Context: an optimization exercise on an open-source flow, tuned for small area. The choices shown serve that exercise and are no tape-out recipe.
At most, simulation tests tie the RTL to the original design; equivalence was not proved.
No activity file was given, so power comes from the tool's default toggle rates.

==> 06-09 <==
==> flow/design.v <==
`timescale 1ns/1ps
`default_nettype none
package notePkg;
	typedef logic [9:0] noteCoord;
	typedef logic [7:0] pixelXCoord;
	typedef logic [6:0] pixelYCoord;
	typedef logic [5:0] noteNumber;
	typedef logic [2:0] pixelColor;
	localparam int noteSpacing = 10;
	localparam int noteWidth = 2;
	localparam int noteHeight = 2;
	localparam pixelColor noteColor = 3'b011;
	localparam pixelColor backgroundColor = 3'b000;
endpackage
`default_nettype wire
`timescale 1ns/1ps
`default_nettype none
module carryPg
(
	input wire logic a,
	input wire logic b,
	output logic g,
	output logic p
);
	assign g = a && b;
	assign p = a ^ b;
endmodule
module carryMerge
(
	input wire logic gHigh,
	input wire logic pHigh,
	input wire logic gLow,
	input wire logic pLow,
	output logic g,
	output logic p
);
	assign g = gHigh || (pHigh && gLow);
	assign p = pHigh && pLow;
endmodule
module carryMergeG
(
	input wire logic gHigh,
	input wire logic pHigh,
	input wire logic gLow,
	output logic g
);
	assign g = gHigh || (pHigh && gLow);
endmodule
module queryAdder
(
	input wire logic [8:0] a,
	input wire logic [6:0] b,
	output logic [8:0] sum
);
	logic [6:0] g;
	logic [6:0] p;
	logic [7:1] carry;
	logic g32, p32, g54, p54, g64, p64;
	for (genvar i = 0; i < 7; i++)
	begin : bits
		carryPg pg (.a(a[i]), .b(b[i]), .g(g[i]), .p(p[i]));
	end
	assign carry[1] = g[0];
	carryMergeG m10 (.gHigh(g[1]), .pHigh(p[1]), .gLow(g[0]), .g(carry[2]));
	carryMerge m32 (.gHigh(g[3]), .pHigh(p[3]), .gLow(g[2]), .pLow(p[2]), .g(g32), .p(p32));
	carryMerge m54 (.gHigh(g[5]), .pHigh(p[5]), .gLow(g[4]), .pLow(p[4]), .g(g54), .p(p54));
	carryMergeG m20 (.gHigh(g[2]), .pHigh(p[2]), .gLow(carry[2]), .g(carry[3]));
	carryMergeG m30 (.gHigh(g32), .pHigh(p32), .gLow(carry[2]), .g(carry[4]));
	carryMerge m64 (.gHigh(g[6]), .pHigh(p[6]), .gLow(g54), .pLow(p54), .g(g64), .p(p64));
	carryMergeG m40 (.gHigh(g[4]), .pHigh(p[4]), .gLow(carry[4]), .g(carry[5]));
	carryMergeG m50 (.gHigh(g54), .pHigh(p54), .gLow(carry[4]), .g(carry[6]));
	carryMergeG m60 (.gHigh(g64), .pHigh(p64), .gLow(carry[4]), .g(carry[7]));
	assign sum[0] = p[0];
	assign sum[6:1] = p[6:1] ^ carry[6:1];
	assign sum[7] = a[7] ^ carry[7];
	assign sum[8] = a[8] ^ (a[7] && carry[7]);
endmodule
`default_nettype wire
`timescale 1ns/1ps
`default_nettype none
module noteHold
(
	input wire logic stored,
	input wire logic write,
	input wire logic hold,
	input wire logic flipData,
	output logic next
);
	assign next = !((stored || write) && (hold || flipData));
endmodule
`default_nettype wire
`timescale 1ns/1ps
`default_nettype none
module hitZeros3
(
	input wire logic [2:0] stored,
	input wire logic [2:0] must0,
	output logic ok
);
	assign ok = !((stored[0] && must0[0]) || (stored[1] && must0[1]) || (stored[2] && must0[2]));
endmodule
module hitZeros2
(
	input wire logic [1:0] stored,
	input wire logic [1:0] must0,
	output logic ok
);
	assign ok = !((stored[0] && must0[0]) || (stored[1] && must0[1]));
endmodule
module hitOnes2Chain
(
	input wire logic [1:0] stored,
	input wire logic [1:0] mustNot1,
	input wire logic okIn,
	output logic bad
);
	assign bad = !((stored[0] || mustNot1[0]) && (stored[1] || mustNot1[1]) && okIn);
endmodule
module hitOnes2
(
	input wire logic [1:0] stored,
	input wire logic [1:0] mustNot1,
	output logic bad
);
	assign bad = !((stored[0] || mustNot1[0]) && (stored[1] || mustNot1[1]));
endmodule
module hitOnes1
(
	input wire logic stored,
	input wire logic mustNot1,
	output logic ok
);
	assign ok = stored || mustNot1;
endmodule
module hitNone4
(
	input wire logic [3:0] bad,
	output logic ok
);
	assign ok = !(|bad);
endmodule
module hitBoth
(
	input wire logic okA,
	input wire logic okB,
	output logic miss
);
	assign miss = !(okA && okB);
endmodule
module noteMatch
(
	input wire logic [16:0] stored,
	input wire logic [16:0] must0,
	input wire logic [16:0] mustNot1,
	output logic miss
);
	logic [2:0] yZerosOk;
	logic [3:0] yBad;
	logic yOk;
	logic [2:0] xZerosOk;
	logic [3:0] xBad;
	logic xOk;
	logic lastOk;
	hitZeros3 yZeros0 (.stored(stored[11:9]), .must0(must0[11:9]), .ok(yZerosOk[0]));
	hitZeros3 yZeros1 (.stored(stored[14:12]), .must0(must0[14:12]), .ok(yZerosOk[1]));
	hitZeros2 yZeros2 (.stored(stored[16:15]), .must0(must0[16:15]), .ok(yZerosOk[2]));
	hitOnes2Chain yOnes0 (.stored(stored[10:9]), .mustNot1(mustNot1[10:9]), .okIn(yZerosOk[0]), .bad(yBad[0]));
	hitOnes2Chain yOnes1 (.stored(stored[12:11]), .mustNot1(mustNot1[12:11]), .okIn(yZerosOk[1]), .bad(yBad[1]));
	hitOnes2Chain yOnes2 (.stored(stored[14:13]), .mustNot1(mustNot1[14:13]), .okIn(yZerosOk[2]), .bad(yBad[2]));
	hitOnes2 yOnes3 (.stored(stored[16:15]), .mustNot1(mustNot1[16:15]), .bad(yBad[3]));
	hitNone4 yAll (.bad(yBad), .ok(yOk));
	hitZeros3 xZeros0 (.stored(stored[2:0]), .must0(must0[2:0]), .ok(xZerosOk[0]));
	hitZeros3 xZeros1 (.stored(stored[5:3]), .must0(must0[5:3]), .ok(xZerosOk[1]));
	hitZeros3 xZeros2 (.stored(stored[8:6]), .must0(must0[8:6]), .ok(xZerosOk[2]));
	hitOnes2Chain xOnes0 (.stored(stored[1:0]), .mustNot1(mustNot1[1:0]), .okIn(xZerosOk[0]), .bad(xBad[0]));
	hitOnes2Chain xOnes1 (.stored(stored[3:2]), .mustNot1(mustNot1[3:2]), .okIn(xZerosOk[1]), .bad(xBad[1]));
	hitOnes2Chain xOnes2 (.stored(stored[5:4]), .mustNot1(mustNot1[5:4]), .okIn(xZerosOk[2]), .bad(xBad[2]));
	hitOnes2Chain xOnes3 (.stored(stored[7:6]), .mustNot1(mustNot1[7:6]), .okIn(yOk), .bad(xBad[3]));
	hitOnes1 xOnes4 (.stored(stored[8]), .mustNot1(mustNot1[8]), .ok(lastOk));
	hitNone4 xAll (.bad(xBad), .ok(xOk));
	hitBoth both (.okA(xOk), .okB(lastOk), .miss(miss));
endmodule
`default_nettype wire
`timescale 1ns/1ps
`default_nettype none
module objetoNotas
(
	input wire logic clk,
	input wire logic reset,
	input wire logic [5:0] numeroNota,
	input wire logic [9:0] posicionYNotaCancion1,
	input wire logic cuente,
	input wire logic movimientoIzquierda,
	input wire logic movimientoDerecha,
	input wire logic [7:0] x,
	input wire logic [6:0] y,
	output logic [2:0] color,
	output logic notaActiva
);
	localparam int noteCount = 23;
	localparam logic [7:0] emptyCode = 8'h81;
	function automatic logic [8:0] add9(input logic [8:0] a, input logic [8:0] b);
		logic carry;
		carry = 1'b0;
		for (int i = 0; i < 9; i++)
		begin
			add9[i] = a[i] ^ b[i] ^ carry;
			carry = (a[i] && b[i]) || (carry && (a[i] ^ b[i]));
		end
	endfunction
	logic [8:0] scrollPhase;
	logic phase;
	logic [noteCount-1:0][16:0] noteStore;
	logic hit;
	logic [noteCount-1:0] writeSlot;
	logic [8:0] slotHalfX;
	logic [8:0] loadHalfX;
	logic [6:0] loadY;
	logic [2:0] loadYThermo;
	logic [7:0] loadYCode;
	logic [16:0] writeData;
	for (genvar i = 0; i < noteCount; i++)
	begin : decode
		assign writeSlot[i] = reset || (cuente && (numeroNota == 6'(i + 1)));
	end
	assign slotHalfX = 9'(numeroNota) + {1'b0, numeroNota, 2'b00};
	assign loadHalfX = scrollPhase + slotHalfX;
	assign loadY = posicionYNotaCancion1[6:0];
	assign loadYThermo = {loadY[1:0] == 2'd3, loadY[1], loadY[1:0] != 2'd0};
	assign loadYCode = {loadY[6:2] ^ (loadY[6:2] >> 1), loadYThermo ^ {3{loadY[2]}}};
	assign writeData[8:0] = loadHalfX ^ (loadHalfX >> 1);
	assign writeData[16:9] = (reset || (posicionYNotaCancion1[9:7] != 3'd0)) ? emptyCode : loadYCode;
	logic [noteCount-1:0] holdSlot;
	logic [noteCount-1:0][16:0] noteNext;
	for (genvar i = 0; i < noteCount; i++)
	begin : slot
		assign holdSlot[i] = !writeSlot[i];
		for (genvar b = 0; b < 17; b++)
		begin : bits
			noteHold hold (
				.stored(noteStore[i][b]),
				.write(writeSlot[i]),
				.hold(holdSlot[i]),
				.flipData(writeData[b] ^ phase),
				.next(noteNext[i][b])
			);
		end
		always_ff @(posedge clk)
		begin
			noteStore[i] <= noteNext[i];
		end
	end
	always_ff @(posedge clk)
	begin
		phase <= !phase;
	end
	logic scrollRight;
	assign scrollRight = !movimientoIzquierda;
	always_ff @(posedge clk)
	begin
		if (!cuente && (movimientoIzquierda || movimientoDerecha))
		begin
			scrollPhase <= add9(scrollPhase, {{6{scrollRight}}, !scrollRight, scrollRight, 1'b1});
		end
	end
	logic [8:0] queryHalfX;
	logic [8:0] scrollPhaseLess;
	logic [8:0] queryHalfXLess;
	logic twoColumns;
	logic [8:0] xGray;
	logic [8:0] xLowest;
	logic [8:0] xFree;
	logic [4:0] row;
	logic [4:0] rowGray;
	logic [4:0] rowLowest;
	logic [4:0] rowFree;
	logic [1:0] yLow;
	logic [2:0] lowFree;
	logic [16:0] must1;
	logic [16:0] must0;
	logic [noteCount-1:0] noteMiss;
	assign scrollPhaseLess = scrollPhase - 9'd1;
	queryAdder addQuery (.a(scrollPhase), .b(x[7:1]), .sum(queryHalfX));
	queryAdder addQueryLess (.a(scrollPhaseLess), .b(x[7:1]), .sum(queryHalfXLess));
	assign twoColumns = !x[0] && (x[7:1] != 7'd0);
	assign xGray = queryHalfX ^ (queryHalfX >> 1);
	assign xLowest = {queryHalfX[8] ^ queryHalfXLess[8], queryHalfX[7:0] & ~queryHalfXLess[7:0]};
	assign xFree = twoColumns ? xLowest : 9'd0;
	assign row = y[6:2];
	assign rowGray = row ^ (row >> 1);
	for (genvar b = 0; b < 5; b++)
	begin : rowLow
		assign rowLowest[b] = row[b] && (row[b:0] == 5'(1 << b));
	end
	assign rowFree = y[1] ? 5'd0 : rowLowest;
	assign yLow = y[1:0];
	always_comb
	begin
		case (yLow)
			2'd0: lowFree = 3'b100;
			2'd1: lowFree = 3'b001;
			2'd2: lowFree = 3'b011;
			default: lowFree = 3'b110;
		endcase
	end
	logic [16:0] cubeValue;
	logic [16:0] cubeFree;
	assign cubeValue = {rowGray, {3{y[2] ^ (yLow == 2'd3)}}, xGray} ^ {17{phase}};
	assign cubeFree = {rowFree, lowFree, xFree};
	assign must1 = (cubeValue & ~cubeFree) | {reset, 16'd0};
	assign must0 = (~cubeValue & ~cubeFree) | {reset, 16'd0};
	for (genvar i = 0; i < noteCount; i++)
	begin : test
		noteMatch match (
			.stored(noteStore[i]),
			.must0(must0),
			.mustNot1(~must1),
			.miss(noteMiss[i])
		);
	end
	always_ff @(posedge clk)
	begin
		hit <= !(&noteMiss);
	end
	assign notaActiva = hit;
	assign color = {1'b0, hit, hit};
endmodule
`default_nettype wire
==> flow/flow/run.sh <==
#!/bin/bash
# Standard layout, with its own clock-tree options and one extra step
# between synthesis and floorplan: every
# combinational cell that synthesis upsized goes back to its smallest drive
# strength (flow/downsize.py); the standard timing and design repair of the
# later steps upsizes or buffers again wherever it is needed.
set -euo pipefail
here=$(pwd)
bash standard.sh synth > "$here/synth.log" 2>&1
results=$(ls -d "$here"/orfs/results/*/objetoNotas/base)
platform_dir="$FLOW_HOME/platforms/$FLOW_PLATFORM"
python3 flow/downsize.py "$results/1_2_yosys.v" "$platform_dir/lib/sky130_fd_sc_hd__tt_025C_1v80.lib" > "$here/downsize.log" 2>&1
# Clock tree: larger sink clusters on clkbuf_8 and no dummy loads (the
# standard flow's H-tree balancing adds dozens of them)
export CTS_ARGS="-sink_clustering_enable -repair_clock_nets -sink_clustering_size 15 -sink_clustering_max_diameter 80 -buf_list sky130_fd_sc_hd__clkbuf_8 -dont_use_dummy_load"
bash standard.sh > "$here/layout.log" 2>&1
==> flow/flow/downsize.py <==
#!/usr/bin/env python3
"""Swap every combinational cell in a netlist for the smallest cell of the same
function (same base name, another drive strength) that the platform allows.
Flip-flops, buffers and inverters are left alone; timing repair later in the
flow upsizes again wherever timing or slew needs it."""
import re, sys

netlist, lib = sys.argv[1], sys.argv[2]
# the platform's dont-use cells: low-power and probe cells
dont_use = ["sky130_fd_sc_hd__lpflow_*", "sky130_fd_sc_hd__probe*"]
area = {}
for chunk in re.split(r'\n\s*cell\s*\(', open(lib).read())[1:]:
    name = re.match(r'\s*"?(\w+)"?\s*\)', chunk)
    a = re.search(r'\n\s*area\s*:\s*([\d.]+)', chunk)
    if name and a:
        area[name.group(1)] = float(a.group(1))
banned = set()
for pat in dont_use:
    rx = re.compile('^' + pat.replace('*', '.*') + '$')
    banned |= {c for c in area if rx.match(c)}
keep = re.compile(r'sky130_fd_sc_hd__(df|edf|sdf|dl|buf|clkbuf|inv|clkinv|bufinv|conb|tap|fill|decap|diode|dly|clkdly)')
best = {}
for c in area:
    if c in banned or keep.match(c):
        continue
    m = re.match(r'(sky130_fd_sc_hd__\w+?)_(\d+)$', c)
    if not m:
        continue
    base = m.group(1)
    key = (area[c], -int(m.group(2)))
    if base not in best or key < best[base][0]:
        best[base] = (key, c)
text = open(netlist).read()
count = 0
def swap(m):
    global count
    cell = m.group(0)
    b = re.match(r'(sky130_fd_sc_hd__\w+?)_(\d+)$', cell)
    if not b or keep.match(cell) or b.group(1) not in best:
        return cell
    new = best[b.group(1)][1]
    if new != cell:
        count += 1
    return new
text = re.sub(r'\bsky130_fd_sc_hd__\w+_\d+\b', swap, text)
open(netlist, 'w').write(text)
print(f"downsize: {count} cells swapped")
==> flow/standard.sh <==
#!/bin/bash
# synth_recipe.tcl (not shown) runs the flow's synth.tcl, then flattens the netlist and writes it again
# the make line also repeats each setting of config.mk as NAME=value (left out here)
make -C /OpenROAD-flow-scripts/flow DESIGN_CONFIG=/design/flow/config.mk WORK_HOME=/design/flow/orfs CLKGATE_MAP_FILE= SYNTH_SCRIPT=/design/flow/synth_recipe.tcl "${@:-finish}"
==> flow/config.mk <==
export PLATFORM = sky130hd
export DESIGN_NAME = objetoNotas
export DESIGN_NICKNAME = objetoNotas
export VERILOG_FILES = /design/flow/design.v
export SDC_FILE = /design/flow/constraint.sdc
export NUM_CORES = 4
export LEC_CHECK = 0
export CAP_MARGIN = 20
export CORE_MARGIN = 2
export CORE_UTILIZATION = 40
export GPL_TIMING_DRIVEN = 0
export SLEW_MARGIN = 20
export SYNTH_HIERARCHICAL = 1
==> flow/constraint.sdc <==
create_clock -name core_clock -period 5.0 [get_ports {clk}]
set_input_delay 1.0000 -clock core_clock [delete_from_list [all_inputs] [get_ports {clk}]]
set_output_delay 1.0000 -clock core_clock [all_outputs]
set_load 0.01 [all_outputs]
==> inputs of 10-14, as changes to 06-09 <==
==> flow/design.v, changed modules only <==
module lowestSetBit
(
	input wire logic [8:0] value,
	output logic [8:0] lowest
);
	logic low4;
	logic high4;
	assign low4 = |value[3:0];
	assign high4 = |value[7:4];
	assign lowest[0] = value[0];
	assign lowest[1] = value[1] && !value[0];
	assign lowest[2] = value[2] && !(|value[1:0]);
	assign lowest[3] = value[3] && !(|value[2:0]);
	assign lowest[4] = value[4] && !low4;
	assign lowest[5] = value[5] && !(low4 || value[4]);
	assign lowest[6] = value[6] && !(low4 || (|value[5:4]));
	assign lowest[7] = value[7] && !(low4 || (|value[6:4]));
	assign lowest[8] = !(low4 || high4);
endmodule
module hitAll3
(
	input wire logic [2:0] ok,
	output logic miss
);
	assign miss = !(&ok);
endmodule
module noteMatch
(
	input wire logic [16:0] stored,
	input wire logic [16:0] must0,
	input wire logic [16:0] mustNot1,
	output logic miss
);
	logic [2:0] yZerosOk;
	logic [3:0] yBad;
	logic yOk;
	logic [2:0] xZerosOk;
	logic [3:0] xBad;
	logic xOk;
	logic lastOk;
	hitZeros3 yZeros0 (.stored(stored[11:9]), .must0(must0[11:9]), .ok(yZerosOk[0]));
	hitZeros3 yZeros1 (.stored(stored[14:12]), .must0(must0[14:12]), .ok(yZerosOk[1]));
	hitZeros2 yZeros2 (.stored(stored[16:15]), .must0(must0[16:15]), .ok(yZerosOk[2]));
	hitOnes2Chain yOnes0 (.stored(stored[10:9]), .mustNot1(mustNot1[10:9]), .okIn(yZerosOk[0]), .bad(yBad[0]));
	hitOnes2Chain yOnes1 (.stored(stored[12:11]), .mustNot1(mustNot1[12:11]), .okIn(yZerosOk[1]), .bad(yBad[1]));
	hitOnes2Chain yOnes2 (.stored(stored[14:13]), .mustNot1(mustNot1[14:13]), .okIn(yZerosOk[2]), .bad(yBad[2]));
	hitOnes2 yOnes3 (.stored(stored[16:15]), .mustNot1(mustNot1[16:15]), .bad(yBad[3]));
	hitNone4 yAll (.bad(yBad), .ok(yOk));
	hitZeros3 xZeros0 (.stored(stored[2:0]), .must0(must0[2:0]), .ok(xZerosOk[0]));
	hitZeros3 xZeros1 (.stored(stored[5:3]), .must0(must0[5:3]), .ok(xZerosOk[1]));
	hitZeros3 xZeros2 (.stored(stored[8:6]), .must0(must0[8:6]), .ok(xZerosOk[2]));
	hitOnes2Chain xOnes0 (.stored(stored[1:0]), .mustNot1(mustNot1[1:0]), .okIn(xZerosOk[0]), .bad(xBad[0]));
	hitOnes2Chain xOnes1 (.stored(stored[3:2]), .mustNot1(mustNot1[3:2]), .okIn(xZerosOk[1]), .bad(xBad[1]));
	hitOnes2Chain xOnes2 (.stored(stored[5:4]), .mustNot1(mustNot1[5:4]), .okIn(xZerosOk[2]), .bad(xBad[2]));
	hitOnes2 xOnes3 (.stored(stored[7:6]), .mustNot1(mustNot1[7:6]), .bad(xBad[3]));
	hitOnes1 xOnes4 (.stored(stored[8]), .mustNot1(mustNot1[8]), .ok(lastOk));
	hitNone4 xAll (.bad(xBad), .ok(xOk));
	hitAll3 all (.ok({yOk, xOk, lastOk}), .miss(miss));
endmodule
module objetoNotas
(
	input wire logic clk,
	input wire logic reset,
	input wire logic [5:0] numeroNota,
	input wire logic [9:0] posicionYNotaCancion1,
	input wire logic cuente,
	input wire logic movimientoIzquierda,
	input wire logic movimientoDerecha,
	input wire logic [7:0] x,
	input wire logic [6:0] y,
	output logic [2:0] color,
	output logic notaActiva
);
	localparam int noteCount = 23;
	localparam logic [7:0] emptyCode = 8'h81;
	function automatic logic [8:0] add9(input logic [8:0] a, input logic [8:0] b);
		logic carry;
		carry = 1'b0;
		for (int i = 0; i < 9; i++)
		begin
			add9[i] = a[i] ^ b[i] ^ carry;
			carry = (a[i] && b[i]) || (carry && (a[i] ^ b[i]));
		end
	endfunction
	logic [8:0] scrollPhase;
	logic phase;
	logic [noteCount-1:0][16:0] noteStore;
	logic hit;
	logic [noteCount-1:0] writeSlot;
	logic [8:0] slotHalfX;
	logic [8:0] loadHalfX;
	logic [6:0] loadY;
	logic [2:0] loadYThermo;
	logic [7:0] loadYCode;
	logic [16:0] writeData;
	for (genvar i = 0; i < noteCount; i++)
	begin : decode
		assign writeSlot[i] = reset || (cuente && (numeroNota == 6'(i + 1)));
	end
	assign slotHalfX = 9'(numeroNota) + {1'b0, numeroNota, 2'b00};
	assign loadHalfX = scrollPhase + slotHalfX;
	assign loadY = posicionYNotaCancion1[6:0];
	assign loadYThermo = {loadY[1:0] == 2'd3, loadY[1], loadY[1:0] != 2'd0};
	logic [4:0] loadRow;
	logic [8:0] loadHalfXFlip;
	assign loadRow = loadY[6:2] ^ {phase, 1'b0, phase, 1'b0, phase};
	assign loadYCode = {loadRow ^ (loadRow >> 1), loadYThermo ^ {3{loadY[2] ^ phase}}};
	assign loadHalfXFlip = loadHalfX ^ {phase, 1'b0, phase, 1'b0, phase, 1'b0, phase, 1'b0, phase};
	assign writeData[8:0] = loadHalfXFlip ^ (loadHalfXFlip >> 1);
	assign writeData[16:9] = (reset || (posicionYNotaCancion1[9:7] != 3'd0)) ? (emptyCode ^ {8{phase}}) : loadYCode;
	logic [noteCount-1:0] holdSlot;
	logic [noteCount-1:0][16:0] noteNext;
	for (genvar i = 0; i < noteCount; i++)
	begin : slot
		assign holdSlot[i] = !writeSlot[i];
		for (genvar b = 0; b < 17; b++)
		begin : bits
			noteHold hold (
				.stored(noteStore[i][b]),
				.write(writeSlot[i]),
				.hold(holdSlot[i]),
				.flipData(writeData[b]),
				.next(noteNext[i][b])
			);
		end
		always_ff @(posedge clk)
		begin
			noteStore[i] <= noteNext[i];
		end
	end
	always_ff @(posedge clk)
	begin
		phase <= !phase;
	end
	logic scrollRight;
	assign scrollRight = !movimientoIzquierda;
	always_ff @(posedge clk)
	begin
		if (!cuente && (movimientoIzquierda || movimientoDerecha))
		begin
			scrollPhase <= add9(scrollPhase, {{6{scrollRight}}, !scrollRight, scrollRight, 1'b1});
		end
	end
	logic [8:0] queryHalfX;
	logic twoColumns;
	logic [8:0] queryHalfXFlip;
	logic [8:0] xGray;
	logic [8:0] xLowest;
	logic [8:0] xFree;
	logic [4:0] row;
	logic [4:0] rowFlip;
	logic [4:0] rowGray;
	logic [4:0] rowLowest;
	logic [4:0] rowFree;
	logic [1:0] yLow;
	logic [2:0] lowFree;
	logic [16:0] must1;
	logic [16:0] must0;
	logic [noteCount-1:0] noteMiss;
	queryAdder addQuery (.a(scrollPhase), .b(x[7:1]), .sum(queryHalfX));
	assign twoColumns = !x[0] && (x[7:1] != 7'd0);
	lowestSetBit lowest (.value(queryHalfX), .lowest(xLowest));
	assign xFree = twoColumns ? xLowest : 9'd0;
	assign queryHalfXFlip = queryHalfX ^ {phase, 1'b0, phase, 1'b0, phase, 1'b0, phase, 1'b0, phase};
	assign xGray = queryHalfXFlip ^ (queryHalfXFlip >> 1);
	assign row = y[6:2];
	assign rowFlip = row ^ {phase, 1'b0, phase, 1'b0, phase};
	assign rowGray = rowFlip ^ (rowFlip >> 1);
	for (genvar b = 0; b < 5; b++)
	begin : rowLow
		assign rowLowest[b] = row[b] && (row[b:0] == 5'(1 << b));
	end
	assign rowFree = y[1] ? 5'd0 : rowLowest;
	assign yLow = y[1:0];
	always_comb
	begin
		case (yLow)
			2'd0: lowFree = 3'b100;
			2'd1: lowFree = 3'b001;
			2'd2: lowFree = 3'b011;
			default: lowFree = 3'b110;
		endcase
	end
	logic [16:0] cubeValue;
	logic [16:0] cubeFree;
	assign cubeValue = {rowGray, {3{y[2] ^ (yLow == 2'd3) ^ phase}}, xGray};
	assign cubeFree = {rowFree, lowFree, xFree};
	assign must1 = (cubeValue & ~cubeFree) | {reset, 16'd0};
	assign must0 = (~cubeValue & ~cubeFree) | {reset, 16'd0};
	for (genvar i = 0; i < noteCount; i++)
	begin : test
		noteMatch match (
			.stored(noteStore[i]),
			.must0(must0),
			.mustNot1(~must1),
			.miss(noteMiss[i])
		);
	end
	always_ff @(posedge clk)
	begin
		hit <= !(&noteMiss);
	end
	assign notaActiva = hit;
	assign color = {1'b0, hit, hit};
endmodule
// module hitBoth removed
--- a/flow/flow/run.sh
+++ b/flow/flow/run.sh
@@ -15,2 +15,5 @@
 export CTS_ARGS="-sink_clustering_enable -repair_clock_nets -sink_clustering_size 15 -sink_clustering_max_diameter 80 -buf_list sky130_fd_sc_hd__clkbuf_8 -dont_use_dummy_load"
+# Port buffers: every input and output still gets one, as in the standard
+# flow, but a plain buf_2 rather than the delay cell the flow picks by itself
+export BUFFER_PORTS_ARGS="-buffer_cell sky130_fd_sc_hd__buf_2"
 bash standard.sh > "$here/layout.log" 2>&1
--- a/flow/flow/downsize.py
+++ b/flow/flow/downsize.py
@@ -1,8 +1,11 @@
 #!/usr/bin/env python3
-"""Swap every combinational cell in a netlist for the smallest cell of the same
-function (same base name, another drive strength) that the platform allows.
-Flip-flops, buffers and inverters are left alone; timing repair later in the
-flow upsizes again wherever timing or slew needs it."""
+"""Swap combinational cells in a netlist for the smallest cell of the same
+function (same base name, another drive strength) that the platform allows,
+where the cell drives at most MAX_FANOUT pins. Flip-flops, buffers and
+inverters are left alone, and so are cells that drive more pins, which
+synthesis sized for their load; timing repair later in the flow upsizes
+again wherever timing or slew needs it."""
 import re, sys
 
+MAX_FANOUT = 3
 netlist, lib = sys.argv[1], sys.argv[2]
@@ -32,3 +35,13 @@
         best[base] = (key, c)
+
 text = open(netlist).read()
+inst_rx = re.compile(r'^(\s*)(sky130_fd_sc_hd__\w+)(\s+\S+\s*\()(.*?)\);', re.M | re.S)
+conn_rx = re.compile(r'\.(\w+)\(([^()]*)\)')
+outputs = {'X', 'Y', 'Q', 'Q_N', 'COUT', 'SUM', 'HI', 'LO'}
+loads = {}
+for m in inst_rx.finditer(text):
+    for pin, net in conn_rx.findall(m.group(4)):
+        if pin not in outputs:
+            net = net.strip()
+            loads[net] = loads.get(net, 0) + 1
 count = 0
@@ -36,11 +49,15 @@
     global count
-    cell = m.group(0)
+    cell = m.group(2)
     b = re.match(r'(sky130_fd_sc_hd__\w+?)_(\d+)$', cell)
     if not b or keep.match(cell) or b.group(1) not in best:
-        return cell
+        return m.group(0)
+    fanout = max([loads.get(net.strip(), 0) for pin, net in conn_rx.findall(m.group(4)) if pin in outputs] or [0])
+    if fanout > MAX_FANOUT:
+        return m.group(0)
     new = best[b.group(1)][1]
-    if new != cell:
-        count += 1
-    return new
-text = re.sub(r'\bsky130_fd_sc_hd__\w+_\d+\b', swap, text)
+    if new == cell:
+        return m.group(0)
+    count += 1
+    return m.group(1) + new + m.group(3) + m.group(4) + ');'
+text = inst_rx.sub(swap, text)
 open(netlist, 'w').write(text)
--- a/flow/config.mk
+++ b/flow/config.mk
@@ -7,3 +7,3 @@
 export LEC_CHECK = 0
-export CAP_MARGIN = 20
+export CAP_MARGIN = 0
 export CORE_MARGIN = 2
@@ -11,3 +11,3 @@
 export GPL_TIMING_DRIVEN = 0
-export SLEW_MARGIN = 20
+export SLEW_MARGIN = 0
 export SYNTH_HIERARCHICAL = 1
==> comparison table <==
Leakage power figure: 10-14 0.00654 uW; 06-09 0.00701 uW
Number of global-route vias before repair: 10-14 14695; 06-09 15633
Post-placement cell area: 10-14 0.0178 mm^2; 06-09 0.0189 mm^2
Top achievable clock speed: 10-14 0.210 GHz; 06-09 0.196 GHz
Setup crit start: 10-14 scrollPhase[1]$_DFFE_PP_; 06-09 y[2]
Min-delay src: 10-14 noteStore[144]$_DFF_P_; 06-09 noteStore[365]$_DFF_P_
Area of the multi-input gates: 10-14 0.00812 mm^2; 06-09 0.00866 mm^2
Final Skew: 10-14 0.00859 ns; 06-09 0.0477 ns
Outcome: 10-14 complete, no violations; 06-09 finished with violations
Reasons for failing layout checks: 10-14 -; 06-09 setup timing
Clock net power: 10-14 1560 uW; 06-09 1570 uW
Clk cell area share: 10-14 2.26%; 06-09 2.13%
Worst hold endpoint: 10-14 noteStore[144]$_DFF_P_; 06-09 noteStore[365]$_DFF_P_
Total number of multi-input combinational cells: 10-14 1062; 06-09 1098
Sequential fraction of total cell area: 10-14 44.6%; 06-09 42.0%
Post-route cell area: 10-14 0.0182 mm^2; 06-09 0.0194 mm^2
Flop pwr share: 10-14 40.1%; 06-09 40.6%
Wire length of the first global-routing pass: 10-14 88400 um; 06-09 92200 um
Worst reg-to-reg setup slack: 10-14 0.24 ns; 06-09 0.35 ns
Wire length on met3: 10-14 5720 um; 06-09 5420 um
Fraction of final layout cells with drive strength greater than 1: 10-14 10.3%; 06-09 9.98%
Only the layout flow was run in 06-09; the RTL was not checked for function there.

## what the ideal ports hide
In the flow no input, the clock included, has a driving cell. The finished layouts below were timed again as built, in two steps.
Step 1 (the two cells are an assumption about what drives the block):
set clk [get_ports {clk}]
set_driving_cell -lib_cell sky130_fd_sc_hd__clkbuf_16 $clk
set_driving_cell -lib_cell sky130_fd_sc_hd__buf_2 [delete_from_list [all_inputs] $clk]
Step 2 adds t to the input delays and takes it off the output delays; t is the mean of the earliest and latest rising clock arrival at the registers after step 1. Input paths then give back, and output paths get back, about the clock's delay inside the block.
a / b / c = ideal ports / drivers / drivers and shift; a / b = the first two.
run | shift t [ns] | slack for setup (ns) | worst setup path at the end | cell pins on the clock port's net
06-09 | 0.664 | -0.113 / -0.094 / -0.758 | input to register | 1
10-14 | 0.696 | 0.243 / 0.243 / -0.316 | input to register | 1
With both steps, setup timing fails in 10-14, where it was met with ideal ports. The setup slack of 06-09, which loses most, moves by +0.019 ns with the drivers and by -0.645 ns with both steps.
